From an optimization exercise on the open Yosys and OpenROAD flow, aimed at small area, a short achievable clock period and few clock cycles per item; shortcuts taken in it are not production practice. Function was checked by simulation only, so behaviour that the tests miss may differ from the original.

## flow/design.v (module list and top-level ports; edited modules follow where they fit)
// module mult_iter: 4216 lines
// module mult_iter_fa: 10 lines
// module mult_iter_bcp: 4 lines
// module mult_iter_bcn: 4 lines
// module mult_iter_gcp: 3 lines
// module mult_iter_gcn: 3 lines
// module mult_iter_xor: 3 lines
// module mult_iter_ha: 9 lines
module mult_iter #(
  parameter int WIDTH = 32,
  parameter int DIGIT = 8
) (
  input  logic             clk,
  input  logic             rst_n,
  input  logic             valid_in,
  output logic             ready_out,
  input  logic             sign,
  input  logic [WIDTH-1:0] src_a,
  input  logic [WIDTH-1:0] src_b,
  input  logic             flush,
  output logic             valid_out,
  input  logic             ready_in,
  output logic [WIDTH-1:0] hi,
  output logic [WIDTH-1:0] lo
);
  // ...
==> flow/flow/run.sh <==
#!/bin/bash
# The standard layout, with plain buffers (buf_1) as the port buffers instead
# of the default choice.
set -euo pipefail
bash standard.sh "BUFFER_PORTS_ARGS=-buffer_cell sky130_fd_sc_hd__buf_1" finish > standard_flow.log 2>&1
==> flow/standard.sh <==
#!/bin/bash
# synth_recipe.tcl (not shown) runs the flow's synth.tcl, then flattens the netlist and writes it again
# the make line also repeats each setting of config.mk as NAME=value (left out here)
make -C /OpenROAD-flow-scripts/flow DESIGN_CONFIG=/design/flow/config.mk WORK_HOME=/design/flow/orfs CLKGATE_MAP_FILE= SYNTH_SCRIPT=/design/flow/synth_recipe.tcl "${@:-finish}"
==> flow/config.mk <==
export PLATFORM = sky130hd
export DESIGN_NAME = mult_iter
export DESIGN_NICKNAME = mult_iter
export VERILOG_FILES = /design/flow/design.v
export SDC_FILE = /design/flow/constraint.sdc
export NUM_CORES = 4
export LEC_CHECK = 0
export CAP_MARGIN = 20
export CORE_MARGIN = 2
export CORE_UTILIZATION = 70
export SLEW_MARGIN = 20
export SYNTH_HIERARCHICAL = 1
==> flow/constraint.sdc <==
create_clock -name core_clock -period 10.0 [get_ports {clk}]
set_input_delay 2.0000 -clock core_clock [delete_from_list [all_inputs] [get_ports {clk}]]
set_output_delay 2.0000 -clock core_clock [all_outputs]
set_load 0.01 [all_outputs]
==> summary.txt, run 1 <==
Total GRT Usage 44.4%; status timing/DRC/antenna clean; Finished Cell Area 39800 um2; utilization after layout 73.8%; Hold Path Cell Cnt 1; mapped cell area 38300 um2; main combinational cell family by area after synthesis adder cells; most common cell after layout, fill and taps aside xnor2_1; Bufs on Longest Clock Path 3; Non-CTS inverters 81; number of cells on the critical path 8; final period utilization 40.9%; final wirelength 124 mm; Worst Path Buf+Inv 1; PostCTS Resize Cnt 0; Cell Chain, Critical Path buf_4 > a22oi_1 > xnor2_1 > fa_1 > fa_1 > fa_1 > fa_1 > fa_1; Placement Setup Slack 6.14 ns; crit path to m_q[69]; H-Tree Level Count 2; DP HPWL 78.2 mm; largest area contributor in the netlist fa_1; Plain + repair buffers 222; WL met2 54.7 mm; RSZ-0062 raised after global routing no; Buffers on Ports 135; Detail Route Antenna Nets 0; placed cell area 38400 um2; Yosys cell types 41; clock latency on the worst-skew pair 0.62 ns; Relative slew margins 35.8%; TNS Setup 0 ns; yosys warns 7; max FFs per register 147
Testbench counts, summed over its fixed seeds: cycles 1,944, items 1,920.
==> run 2: changes to the inputs <==
--- a/flow/config.mk
+++ b/flow/config.mk
@@ -7,6 +7,6 @@
 export LEC_CHECK = 0
 export CAP_MARGIN = 20
 export CORE_MARGIN = 2
-export CORE_UTILIZATION = 70
+export CORE_UTILIZATION = 60
 export SLEW_MARGIN = 20
 export SYNTH_HIERARCHICAL = 1
==> run 2 against run 1 <==
  * Non-clock buffer count grew 1
  * Clock skew decreased by 0.010 ns
  * Setup slack gained 0.10 ns
  * Maximum frequency grew 2.6%
  * Flip-flop and latch count did not move
  * Largest cell class unchanged
  * Via count down 4.5%
  * Clock-buffer cell count decreased by 1
==> summary.txt, run 2 <==
vias in the first global route 29664; Finished Cell Area 40100 um2 (+0.67%); clk root buf clkbuf_16; Main synth FF type edfxtp_1; CP max-delay cell fa_1; DRC viols 0; largest net degree at the start of global routing 91; DP HPWL 81.4 mm (+4.0%); final period utilization 39.8% (-1.0 points); CP endpoint kind flip-flop; Die X-Extent 257 um; Most common cell on crit path fa_1; Cell Chain, Critical Path buf_4 > a22oi_1 > xnor2_1 > fa_1 > fa_1 > fa_1 > fa_1 > fa_1; Relative slew margins 25.2% (-11 points); mapped cell area 38300 um2 (unchanged); global-route wire length before repair 186 mm; initial core utilization 60.6%; Hold Vio Cnt, Final 0; top-count cell post-synth xnor2_1; area grow syn2layout 4.73%; minimum clock period 3.98 ns; top area cells in the synthesized netlist fa_1 (25%), edfxtp_1 (23%), xnor2_1 (12%); GR Overflow Total 0; clk slew on worst S/H paths 0.06 ns; TritonRoute pass-1 iters 8; core outline area 63100 um2; CP peak stage delay 0.53 ns; Die ar. 65800 um2; Yosys cell types 41 (unchanged); Seq/Total Area, Yosys 26.8%; initial antenna violation count 4; Site Rows 92; Req. time, crit path 10.33 ns; yosys warns 7 (unchanged); placed cell area 38600 um2 (+0.51%); ys async rst share 1.65%; post-DR vias/cell 6.72; final wirelength 124 mm (about the same); PostCTS Resize Cnt 0 (unchanged); Total GRT Usage 38.0% (-6.5 points); vias post-DR 27845; height of the die 257 um; commonest cells in the synthesized netlist xnor2_1 (528), fa_1 (474), a22oi_1 (455); clock sink total 364; H-Tree Level Count 2 (unchanged); initial drt markers 3731; clock latency on the worst-skew pair 0.60 ns (-0.02 ns); Nets 3913; max frequency 251 MHz; largest area contributor in the netlist fa_1; Post-CTS Hold Buffers 0; max-cap violations 0; Final Skew 0.0213 ns; Synth Register Bits 364; status timing/DRC/antenna clean; RSZ-0062 raised after global routing no; top-area cell type share of the netlist area 24.8%; biggest registers after layout m_q (147), p_q (64), px_q (64); Arrival @ worst endpoint 4.31 ns; most common cell after layout, fill and taps aside xnor2_1; Buffers on Ports 135 (unchanged); Max FO, Critical Path 33; most frequent cells in the layout xnor2_1 (528), fa_1 (474), a22oi_1 (455), edfxtp_1 (294), nand2_1 (197); final setup violation count 0; Detail Route Antenna Nets 0 (unchanged); WL/cell 30.0 um; CTS Buf Count 42; post-synthesis cell count 3341; Syn Nets 3992; largest register by flop count m_q; final hold slack 0.476 ns; antenna cell count 0; CP Launch Type flip-flop; Crit Path Class reg -> reg; max FFs per register 147 (unchanged); TNS Setup 0 ns (unchanged); Ports 136; Slew Limit Fails 0; Worst-Margin Slew 1.12 ns; RePlAce Congestion 0.991; worst hold path type reg -> reg; layout cells sized above 1 16.4%; Bufs on Longest Clock Path 3 (unchanged); Post-synth EDFFs 294; number of buffers added for setup after CTS 0; Syn Area/Cell 11.5 um2; CTS tree done
[run 2: layout make-up]
class                      count  area, um2
inverter                      81        304
sequential                   364      10300
clock buffer                  51       1110
timing repair buffer         223       1170
tap                          846       1060
fill                        5064      23000
clock inverter                26        357
multi-input combinational   2550      25800
[run 2: cells by family (layout without fill, tap and decap cells)]
logic type | count (synthesis) | count (layout) | synth area share [%]
xor+xnor | 654 | 654 | 15.0
flops | 364 | 364 | 26.8
simple gates | 416 | 416 | 4.75
mux | 65 | 65 | 1.91
buf+inv | 427 | 381 | 5.78
compound gates | 834 | 834 | 17.5
fa+ha+maj | 581 | 581 | 28.3
[run 2: Yosys stat by module (local to each module, per instance), excerpt]
module,cell area (um2),copies in the design,cells inside,flops+latches
mult_iter_gcn,5.00,37,1,0
mult_iter_bcp,12.5,139,2,0
mult_iter_bcn,12.5,92,2,0
mult_iter_gcp,8.76,18,1,0
mult_iter,23800,1,2196,364
mult_iter_ha,12.5,91,1,0
[run 2: metal layers]
layer / vias up / share of wire (%) / global-route usage [%]
li1: 11387 / - / -
met1: 13828 / 37 / 48.8
met3: 494 / 12 / 10.6
met5: - / 0.020 / 0
met2: 2132 / 45 / 59.4
met4: 4 / 5.5 / 18.7
[run 2: final timing paths]
kind | depth (start not counted) | end | slack (ns) | start
worst min register to register | 1 | px_q[0] | 0.48 | px_q[0]
min in group asynchronous | 1 | v1_q | 1.26 | rst_n
max in group asynchronous | 1 | adv_q | 8.45 | rst_n
worst min-delay path | 1 | px_q[0] | 0.48 | px_q[0]
worst max-delay path | 8 | m_q[69] | 6.02 | b1_q[24]
worst max register to register | 8 | m_q[69] | 6.02 | b1_q[24]
[run 2: worst max-delay path: cells and delay by family (launching register included)]
family | cells | cell delay [ns]
AOI/OAI and AO/OA | 1 | 0.22
xor gates and xnor gates | 1 | 0.25
adders and majority gates | 5 | 2.39
buffers and inverters | 1 | 0.49
DFF | 1 | 0.32
[run 2: metrics by stage]
step                      utilization (%)  worst slack [ns]  cells
final                                63.5              6.02   4141
after global routing                 63.5              5.95   4141
after CTS                            63.5              6.13   4141
after detailed placement             61.2              6.15   4064
after global placement               61.2              6.18   4064
after floorplan                         -              5.14   3341
==> run 3: changes to the inputs <==
--- a/flow/config.mk
+++ b/flow/config.mk
@@ -5,8 +5,8 @@
 export SDC_FILE = /design/flow/constraint.sdc
 export NUM_CORES = 4
 export LEC_CHECK = 0
-export CAP_MARGIN = 20
+export CAP_MARGIN = 0
 export CORE_MARGIN = 2
 export CORE_UTILIZATION = 60
-export SLEW_MARGIN = 20
+export SLEW_MARGIN = 0
 export SYNTH_HIERARCHICAL = 1
==> run 3 against run 2 <==
  * Flip-flop and latch count is the same
  * Final area is the same
  * Cell count is the same
  * Setup slack is the same
  * Critical path type unchanged
  * Largest cell class unchanged
  * Highest routed layer unchanged
==> summary.txt, run 3 <==
CTS tree done; final setup violation count 0 (unchanged); status timing/DRC/antenna clean; Main synth FF type edfxtp_1; TNS Setup 0 ns (unchanged); biggest registers after layout m_q (147), p_q (64), px_q (64); post-synthesis cell count 3341 (unchanged); Max FO, Critical Path 33 (unchanged); worst hold path type reg -> reg; antenna cell count 0 (unchanged); number of buffers added for setup after CTS 0 (unchanged); yosys warns 7 (unchanged); Synth Register Bits 364 (unchanged); Post-synth EDFFs 294 (unchanged); Non-Filler Instances 4141 (unchanged); minimum clock period 3.98 ns (unchanged); Syn Nets 3992 (unchanged); Detail Route Antenna Nets 0 (unchanged); height of the die 257 um (unchanged); Ports 136 (unchanged); top-area cell type share of the netlist area 24.8% (unchanged); clk root buf clkbuf_16; top area cells in the synthesized netlist fa_1 (25%), edfxtp_1 (23%), xnor2_1 (12%); placed cell count 4064 (unchanged); layout cells sized above 1 16.4% (unchanged); largest net degree at the start of global routing 91 (unchanged); WL/cell 30.0 um (unchanged); Nets 3913 (unchanged); area grow syn2layout 4.73% (unchanged); max-cap violations 0 (unchanged); initial drt markers 3731 (unchanged); Buffers on Ports 135 (unchanged); RePlAce Congestion 0.991 (unchanged); H-Tree Level Count 2 (unchanged); DRC viols 0 (unchanged); Relative slew margins 25.2% (unchanged); Syn Area/Cell 11.5 um2 (unchanged); most frequent cells in the layout xnor2_1 (528), fa_1 (474), a22oi_1 (455), edfxtp_1 (294), nand2_1 (197); post-DR vias/cell 6.72 (unchanged); clock latency on the worst-skew pair 0.60 ns (about the same); mapped cell area 38300 um2 (unchanged); final wirelength 124 mm (unchanged); worst-case reg-to-reg path depth 8 (unchanged); Req. time, crit path 10.33 ns (about the same); CP endpoint kind flip-flop; vias in the first global route 29664 (unchanged); Yosys cell types 41 (unchanged); Seq/Total Area, Yosys 26.8% (unchanged); largest register by flop count m_q; Total GRT Usage 38.0% (unchanged); Die X-Extent 257 um (unchanged); TritonRoute pass-1 iters 8 (unchanged); Arrival @ worst endpoint 4.31 ns (about the same); Final Skew 0.0213 ns (unchanged); initial core utilization 60.6% (unchanged); max FFs per register 147 (unchanged); Crit Path Class reg -> reg; global-route wire length before repair 186 mm (unchanged); Post-CTS Hold Buffers 0 (unchanged); initial antenna violation count 4 (unchanged); Site Rows 92 (unchanged); reg2reg start b1_q[24]; RSZ-0062 raised after global routing no; vias post-DR 27845 (unchanged); top-count cell post-synth xnor2_1; Fillers 5064 (unchanged); GR Overflow Total 0 (unchanged); Die ar. 65800 um2 (unchanged); Hold Vio Cnt, Final 0 (unchanged); max frequency 251 MHz (unchanged); DP HPWL 81.4 mm (unchanged); Worst Hold Path EP px_q[0]; commonest cells in the synthesized netlist xnor2_1 (528), fa_1 (474), a22oi_1 (455); Bufs on Longest Clock Path 3 (unchanged); CP Launch Type flip-flop; reg2reg end m_q[69]; PostCTS Resize Cnt 0 (unchanged); CTS Buf Count 42 (unchanged); clk slew on worst S/H paths 0.06 ns (about the same); clock sink total 364 (unchanged); final period utilization 39.8% (unchanged); Hold Path Cell Cnt 1 (unchanged); Slew Limit Fails 0 (unchanged); ys async rst share 1.65% (unchanged); Reg2Reg Setup Slack 6.02 ns (about the same); Worst-Margin Slew 1.12 ns (unchanged); most common cell after layout, fill and taps aside xnor2_1; hold_sp px_q[0]; largest area contributor in the netlist fa_1; core outline area 63100 um2 (unchanged)
-- run 3: cell counts after synthesis --
No cell type changed its count.
-- run 3: area by class of cell --
| class | count | area [um2] | area share [%] |
|---|---|---|---|
| repair buffers | 223 | 1170 | 2.91 |
| multi-input cells | 2550 | 25800 | 64.4 |
| well taps | 846 | 1060 | 2.64 |
| clock inverters | 26 | 357 | 0.890 |
| inverters | 81 | 304 | 0.759 |
| clock buffers | 51 | 1110 | 2.78 |
| flip-flops and latches | 364 | 10300 | 25.6 |
-- run 3: cell families after synthesis --
group | count (synthesis) | share of synthesized area [%]
compound gates | 834 | 17.5
xor+xnor | 654 | 15.0
fa+ha+maj | 581 | 28.3
buf+inv | 427 | 5.78
simple gates | 416 | 4.75
flops | 364 | 26.8
mux | 65 | 1.91
-- run 3: routing by layer --
layer / global-route usage [%] / vias up / part of all wire, %
li1: - / 11387 / -
met1: 48.8 / 13828 / 37
met2: 59.4 / 2132 / 45
met3: 10.6 / 494 / 12
met4: 18.7 / 4 / 5.5
met5: 0 / - / 0.020
-- run 3: per-module statistics from Yosys (local to each module, per instance) --
module | copies in the design | cells | cell area (um2)
mult_iter_gcp | 18 | 1 | 8.76
mult_iter_gcn | 37 | 1 | 5.00
mult_iter_bcn | 92 | 2 | 12.5
mult_iter_xor | 63 | 1 | 8.76
mult_iter_bcp | 139 | 2 | 12.5
mult_iter | 1 | 2196 | 23800
mult_iter_fa | 474 | 1 | 20.0
mult_iter_ha | 91 | 1 | 12.5
-- run 3: stage by stage --
| step | worst slack (ns) | hold slack [ns] | utilization, % | area, um2 |
|---|---|---|---|---|
| after floorplan | 5.14 | 0.421 | - | 38300 |
| after global placement | 6.18 | 0.458 | 61.2 | 38600 |
| after detailed placement | 6.15 | 0.464 | 61.2 | 38600 |
| after CTS | 6.13 | 0.479 | 63.5 | 40100 |
| after global routing | 5.95 | 0.495 | 63.5 | 40100 |
| final | 6.02 | 0.476 | 63.5 | 40100 |
-- run 3: worst max path at each step --
stage                     startpoint      end  slack, ns  depth (start not counted)
after floorplan                adv_q  b1_q[0]       5.14                          1
after global placement       m_q[91]  p_q[41]       6.18                         11
after detailed placement     m_q[91]  p_q[41]       6.15                         11
after CTS                    m_q[91]  p_q[41]       6.13                         11
after global routing         m_q[91]  p_q[41]       5.95                         11
final                       b1_q[24]  m_q[69]       6.02                          8
-- run 3: critical path, stage by stage (launching register included) --
cell	delay, ns
edfxtp_1	0.32
buf_4	0.49
a22oi_1	0.22
xnor2_1	0.25
fa_1	0.49
fa_1	0.53
fa_1	0.50
fa_1	0.43
fa_1	0.44
==> run 4: changes to the inputs <==
--- a/flow/config.mk
+++ b/flow/config.mk
@@ -5,8 +5,9 @@
 export SDC_FILE = /design/flow/constraint.sdc
 export NUM_CORES = 4
 export LEC_CHECK = 0
-export CAP_MARGIN = 0
+export CAP_MARGIN = 20
 export CORE_MARGIN = 2
 export CORE_UTILIZATION = 60
-export SLEW_MARGIN = 0
+export CTS_BUF_LIST = sky130_fd_sc_hd__clkbuf_2 sky130_fd_sc_hd__clkbuf_4
+export SLEW_MARGIN = 20
 export SYNTH_HIERARCHICAL = 1
==> run 4 against run 3 <==
  * Still clean
  * Utilization shrank 0.23 points
  * Maximum frequency shrank 0.42%
  * Via count grew 0.93%
  * Sequential share of layout area grew 0.093 points
  * First-iteration DRC count grew 2.0%
  * Clock-buffer cell count grew 82
  * Critical path type unchanged
==> summary.txt, run 4 <==
RePlAce Congestion 0.991 (unchanged); post-synthesis cell count 3341 (unchanged); Die ar. 65800 um2 (unchanged); Post-CTS Hold Buffers 0 (unchanged); Syn Area/Cell 11.5 um2 (unchanged); Max FO, Critical Path 34 (+3.0%); Yosys cell types 41 (unchanged); yosys warns 7 (unchanged); Ports 136 (unchanged); WL/cell 29.3 um (-2.2%); H-Tree Level Count 3 (+1); mapped cell area 38300 um2 (unchanged); layout cells sized above 1 18.4% (+2.0 points); final worst setup slack 6.00 ns (-0.0167 ns); top area cells in the synthesized netlist fa_1 (25%), edfxtp_1 (23%), xnor2_1 (12%); CP delay by family, top adder cells; vias post-DR 28103 (+0.93%); CP peak stage delay 0.52 ns (about the same); Syn Nets 3992 (unchanged); Most common cell on crit path fa_1; ys async rst share 1.65% (unchanged); clock latency on the worst-skew pair 0.99 ns (+0.39 ns); GR Overflow Total 0 (unchanged); final setup violation count 0 (unchanged); worst-case reg-to-reg path depth 8 (unchanged); commonest cells in the synthesized netlist xnor2_1 (528), fa_1 (474), a22oi_1 (455); Hold Vio Cnt, Final 0 (unchanged); top-count cell post-synth xnor2_1; Seq/Total Area, Yosys 26.8% (unchanged); DRC viols 0 (unchanged); CP max-delay cell fa_1; height of the die 257 um (unchanged); most common cell after layout, fill and taps aside xnor2_1; DP HPWL 81.4 mm (unchanged); largest net degree at the start of global routing 91 (unchanged); Detail Route Antenna Nets 0 (unchanged); synthesized-area fraction occupied by adder cells 28.3% (unchanged); Non-Filler Instances 4242 (+2.4%); Nets 3969 (+1.4%); CTS Buf Count 98 (+130%); Main synth FF type edfxtp_1; Worst-Margin Slew 1.11 ns (-0.0110 ns); Req. time, crit path 10.65 ns (+0.32 ns); clk root buf clkbuf_4; max frequency 250 MHz (-0.42%); Worst Path Buf+Inv 1 (unchanged); most frequent cells in the layout xnor2_1 (528), fa_1 (474), a22oi_1 (455), edfxtp_1 (294), nand2_1 (197); area grow syn2layout 4.35%; Synth Register Bits 364 (unchanged); Buffers on Ports 135 (unchanged); largest area contributor in the netlist fa_1; number of buffers added for setup after CTS 0 (unchanged); placed cell count 4064 (unchanged); PostCTS Resize Cnt 0 (unchanged); CP endpoint kind flip-flop; main combinational cell family by area after synthesis adder cells; Compound-Gate Fraction of Synth Area 17.5% (unchanged); Total GRT Usage 38.1% (+0.17 points); global-route wire length before repair 186 mm (+0.26%); Final Skew 0.0980 ns (+0.0766 ns); TNS Setup 0 ns (unchanged); Hold Path Cell Cnt 1 (unchanged); max FFs per register 147 (unchanged); initial core utilization 60.6% (unchanged); core outline area 63100 um2 (unchanged); max-cap violations 0 (unchanged); largest register by flop count m_q; Relative slew margins 26.0% (+0.73 points); Bufs on Longest Clock Path 3 (unchanged); Cell Chain, Critical Path buf_4 > o21ai_0 > xor2_1 > fa_1 > fa_1 > fa_1 > fa_1 > fa_1; Post-Synth XOR/XNOR Area 15.0% (unchanged); minimum clock period 4.00 ns (+0.0167 ns); post-synthesis simple-gate area fraction 4.75% (unchanged); number of cells on the critical path 8 (unchanged); clk slew on worst S/H paths 0.06 ns (about the same); clock sink total 364 (unchanged); Die X-Extent 257 um (unchanged); vias in the first global route 30173 (+1.7%); final period utilization 40.0% (+0.17 points); Placement Setup Slack 6.15 ns (unchanged); Site Rows 92 (unchanged); TritonRoute pass-1 iters 9 (+1); RSZ-0062 raised after global routing no; final wirelength 124 mm (+0.17%); status timing/DRC/antenna clean; top-area cell type share of the netlist area 24.8% (unchanged); Slew Limit Fails 0 (unchanged); initial drt markers 3807 (+2.0%); post-DR vias/cell 6.62 (-1.5%); multiplexer area fraction after synthesis 1.91% (unchanged); Arrival @ worst endpoint 4.65 ns (+0.34 ns); biggest registers after layout m_q (147), p_q (64), px_q (64); initial antenna violation count 4 (unchanged); CP Launch Type flip-flop; Crit Path Class reg -> reg; worst hold path type reg -> reg; Post-synth EDFFs 294 (unchanged); CTS tree done
[run 4: cell counts after synthesis]
Identical to the previous run, type by type.
[run 4: worst reg2reg max path, delay by kind of cell, from the launching register on]
family,cells,cell delay (ns)
buffers and inverters,1,0.50
AO/OA/AOI/OAI,1,0.26
adder cells (fa/ha/maj),5,2.39
XOR/XNOR,1,0.20
flip-flops,1,0.32
[run 4: through the flow]
stage	cell area [um2]	util, %	hold slack (ns)
floorplan	38300	-	0.421
global placement	38600	61.2	0.458
detailed placement	38600	61.2	0.464
CTS	39900	63.3	0.480
global route	39900	63.3	0.496
finish	39900	63.3	0.475
[run 4: final cells by class]
cell class                      count  area (um2)
Antenna cell                        3        7.51
Sequential cell                   364       10300
Clock buffer                      133         998
Timing Repair Buffer              223        1170
Inverter                           81         304
Fill cell                        5170       23200
Tap cell                          846        1060
Clock inverter                     42         320
Multi-Input combinational cell   2550       25800
[run 4: cells by family after synthesis]
logic type,count (synthesis)
muxes,65
DFF,364
and+or+nand+nor,416
xor gates and xnor gates,654
adders and majority gates,581
buffers and inverters,427
AOI/OAI and AO/OA,834
[run 4: worst paths after layout]
| kind | from | endpoint | slack [ns] |
|---|---|---|---|
| max in group asynchronous | rst_n | adv_q | 8.76 |
| max | e1_q[5] | m_q[113] | 6.00 |
| min reg2reg | px_q[0] | px_q[0] | 0.48 |
| min in group asynchronous | rst_n | v1_q | 0.95 |
| max reg2reg | e1_q[5] | m_q[113] | 6.00 |
| min | px_q[0] | px_q[0] | 0.48 |
[run 4: metal layers]
metal  global-route usage (%)  share of wire (%)
met4                     20.8                5.6
met1                     48.5                 37
met5                        0             0.0080
met3                     10.8                 13
met2                     59.1                 45
[run 4: modules after synthesis (local to each module, per instance)]
module	cells	copies in the design	area [um2]
mult_iter_xor	1	63	8.76
mult_iter_fa	1	474	20.0
mult_iter_gcp	1	18	8.76
mult_iter_bcp	2	139	12.5
mult_iter_bcn	2	92	12.5
mult_iter	2196	1	23800
mult_iter_gcn	1	37	5.00
mult_iter_ha	1	91	12.5
==> run 5: changes to the inputs <==
--- a/flow/config.mk
+++ b/flow/config.mk
@@ -8,6 +8,6 @@
 export CAP_MARGIN = 20
 export CORE_MARGIN = 2
 export CORE_UTILIZATION = 60
-export CTS_BUF_LIST = sky130_fd_sc_hd__clkbuf_2 sky130_fd_sc_hd__clkbuf_4
+export CTS_BUF_LIST = sky130_fd_sc_hd__clkbuf_4 sky130_fd_sc_hd__clkbuf_8
 export SLEW_MARGIN = 20
 export SYNTH_HIERARCHICAL = 1
==> run 5 against run 4 <==
  * First-iteration DRC count fell by 2.1%
  * Global-route usage is 0.14 points lower
  * Critical path depth unchanged
  * Clock skew shrank 0.049 ns
  * Setup slack better by 0.042 ns
==> summary.txt, run 5 <==
Nets 3938 (-0.78%); Ports 136 (unchanged); Cell Chain, Critical Path buf_4 > a22oi_1 > xnor2_1 > fa_1 > fa_1 > fa_1 > fa_1 > fa_1; worst hold path type reg -> reg; post-synthesis cell count 3341 (unchanged); Worst-Margin Slew 1.14 ns (+0.0303 ns); Final Skew 0.0492 ns (-0.0487 ns); GR Overflow Total 0 (unchanged); global-route wire length before repair 186 mm (-0.34%); Seq/Total Area, Yosys 26.8% (unchanged); post-DR vias/cell 6.65 (+0.45%); TritonRoute pass-1 iters 7 (-2); Die X-Extent 257 um (unchanged); top area cells in the synthesized netlist fa_1 (25%), edfxtp_1 (23%), xnor2_1 (12%); height of the die 257 um (unchanged); clock latency on the worst-skew pair 0.69 ns (-0.30 ns); number of buffers added for setup after CTS 0 (unchanged); Total GRT Usage 38.0% (-0.14 points); Synth Register Bits 364 (unchanged); Syn Nets 3992 (unchanged); Post-synth EDFFs 294 (unchanged); Post-CTS Hold Buffers 0 (unchanged); initial drt markers 3726 (-2.1%); biggest registers after layout m_q (147), p_q (64), px_q (64); final wirelength 124 mm (-0.23%); PostCTS Resize Cnt 0 (unchanged); top-count cell post-synth xnor2_1; core outline area 63100 um2 (unchanged); RePlAce Congestion 0.991 (unchanged); CTS Buf Count 67 (-32%); initial core utilization 60.6% (unchanged); utilization after layout 63.5% (+0.22 points); Req. time, crit path 10.40 ns (-0.25 ns); minimum clock period 3.96 ns (-0.0419 ns); RSZ-0062 raised after global routing no; H-Tree Level Count 3 (unchanged); layout cells sized above 1 17.5% (-0.85 points); final hold slack 0.474 ns (-0.00112 ns); Crit Path Class reg -> reg; reg2reg start b1_q[25]; Buffers on Ports 135 (unchanged); Arrival @ worst endpoint 4.36 ns (-0.29 ns); Relative slew margins 23.9% (-2.0 points); Yosys cell types 41 (unchanged); Max FO, Critical Path 33 (-2.9%); ys async rst share 1.65% (unchanged); commonest cells in the synthesized netlist xnor2_1 (528), fa_1 (474), a22oi_1 (455); DRC viols 0 (unchanged); initial antenna violation count 6 (+2); clk slew on worst S/H paths 0.07 ns (about the same); TNS Setup 0 ns (unchanged); most common cell after layout, fill and taps aside xnor2_1; CP peak stage delay 0.54 ns (+0.02 ns); CP max-delay cell fa_1; max-cap violations 0 (unchanged); Slew Limit Fails 0 (unchanged); final setup violation count 0 (unchanged); WL/cell 29.7 um (+1.0%); largest net degree at the start of global routing 91 (unchanged); final worst setup slack 6.04 ns (+0.0419 ns); hold_sp px_q[0]; CP Launch Type flip-flop; Bufs on Longest Clock Path 3 (unchanged); Site Rows 92 (unchanged); max FFs per register 147 (unchanged); CTS tree done; area grow syn2layout 4.71%; clock sink total 364 (unchanged); Hold Vio Cnt, Final 0 (unchanged); most frequent cells in the layout xnor2_1 (528), fa_1 (474), a22oi_1 (455), edfxtp_1 (294), nand2_1 (197); DP HPWL 81.4 mm (unchanged); vias post-DR 27876 (-0.81%); largest area contributor in the netlist fa_1; mapped cell area 38300 um2 (unchanged); largest register by flop count m_q; final period utilization 39.6% (-0.42 points); Main synth FF type edfxtp_1; Placement Setup Slack 6.15 ns (unchanged); critical path startpoint b1_q[25]; Most common cell on crit path fa_1; Detail Route Antenna Nets 0 (unchanged); vias in the first global route 29864 (-1.0%); Syn Area/Cell 11.5 um2 (unchanged); clk root buf clkbuf_8; top-area cell type share of the netlist area 24.8% (unchanged); Fillers 5115 (-1.1%); yosys warns 7 (unchanged); Die ar. 65800 um2 (unchanged); CP endpoint kind flip-flop; status timing/DRC/antenna clean; max frequency 253 MHz (+1.1%)
run 5: path summary, 6_finish.rpt:
kind                           end  slack [ns]  cells after the start
hold reg to reg            px_q[0]        0.47                      1
setup reg to reg           m_q[76]        6.04                      8
max in group asynchronous    rdy_q        8.52                      1
hold / removal             px_q[0]        0.47                      1
min in group asynchronous     v1_q        1.19                      1
setup / recovery           m_q[76]        6.04                      8
run 5: per-layer routing:
metal	share of wire, %	vias to the layer above	track usage [%]
met5	0.041	-	0
met4	6.1	4	20.7
met3	13	531	11.2
met2	45	2135	58.5
met1	37	13746	48.4
li1	-	11460	-
run 5: worst max-delay path: cells and delay by family (launching register included):
kind	cells	cell delay, ns
compound gates	1	0.20
xor+xnor	1	0.19
fa+ha+maj	5	2.42
buf+inv	1	0.50
flops	1	0.33
run 5: per-module statistics from Yosys (local to each module, per instance):
module	copies in the design	cell area, um2	flops+latches	cells
mult_iter_gcp	18	8.76	0	1
mult_iter_fa	474	20.0	0	1
mult_iter	1	23800	364	2196
mult_iter_bcn	92	12.5	0	2
mult_iter_xor	63	8.76	0	1
mult_iter_bcp	139	12.5	0	2
mult_iter_gcn	37	5.00	0	1
mult_iter_ha	91	12.5	0	1
run 5: final cells by class:
| type | instances | area [um2] | share of cell area (%) |
|---|---|---|---|
| Clock buffer | 84 | 1060 | 2.65 |
| Sequential cell | 364 | 10300 | 25.6 |
| Antenna cell | 3 | 7.51 | 0.0187 |
| Clock inverter | 38 | 395 | 0.987 |
| Multi-Input combinational cell | 2550 | 25800 | 64.4 |
| Timing Repair Buffer | 223 | 1170 | 2.91 |
| Inverter | 81 | 304 | 0.759 |
| Tap cell | 846 | 1060 | 2.64 |
run 5: kinds of logic after synthesis:
kind of cell             count (synthesis)  synth area share, %
multiplexers                            65                 1.91
adder cells (fa/ha/maj)                581                 28.3
buffers and inverters                  427                 5.78
XOR/XNOR                               654                 15.0
AND/OR/NAND/NOR                        416                 4.75
AO/OA/AOI/OAI                          834                 17.5
flip-flops                             364                 26.8
run 5: through the flow:
stage	instances	area (um2)
after detailed placement	4064	38600
after floorplan	3341	38300
final	4189	40100
after global placement	4064	38600
after CTS	4186	40100
after global routing	4187	40100

## afterwards: timing with drivers on the ports
The flow's constraints put no driver on any port. The routed layouts listed below were extracted and timed again, unchanged, in two steps. Step 1, drivers: a clkbuf_16 drives clk and a buf_2 each remaining input, both assumed. Step 2 times the ports against the registers' clock, not the clock port: input delays grow and output delays shrink by t, the midpoint of the rising clock arrivals with the driver on. Three values: no drivers, after step 1, after step 2; two values: the first two.
| run | shift t [ns] | slack for setup (ns) | hold slack, ns | clock arrival spread, ns | worst data-port slew with drivers (ns) |
|---|---|---|---|---|---|
| run 1 | 0.669 | 5.913 / 5.913 / 5.913 | 0.479 / 0.479 / 0.479 | 0.033 / 0.033 | 0.04 |
| run 2 | 0.659 | 6.016 / 6.016 / 6.016 | 0.476 / 0.476 / 0.476 | 0.022 / 0.021 | 0.04 |
| run 3 | 0.659 | 6.016 / 6.016 / 6.016 | 0.476 / 0.476 / 0.476 | 0.022 / 0.021 | 0.04 |
| run 4 | 0.998 | 6.000 / 6.000 / 6.000 | 0.475 / 0.475 / 0.475 | 0.098 / 0.098 | 0.04 |
| run 5 | 0.728 | 6.042 / 6.042 / 6.042 | 0.474 / 0.474 / 0.474 | 0.050 / 0.049 | 0.04 |
After both steps every run listed still meets setup and hold.
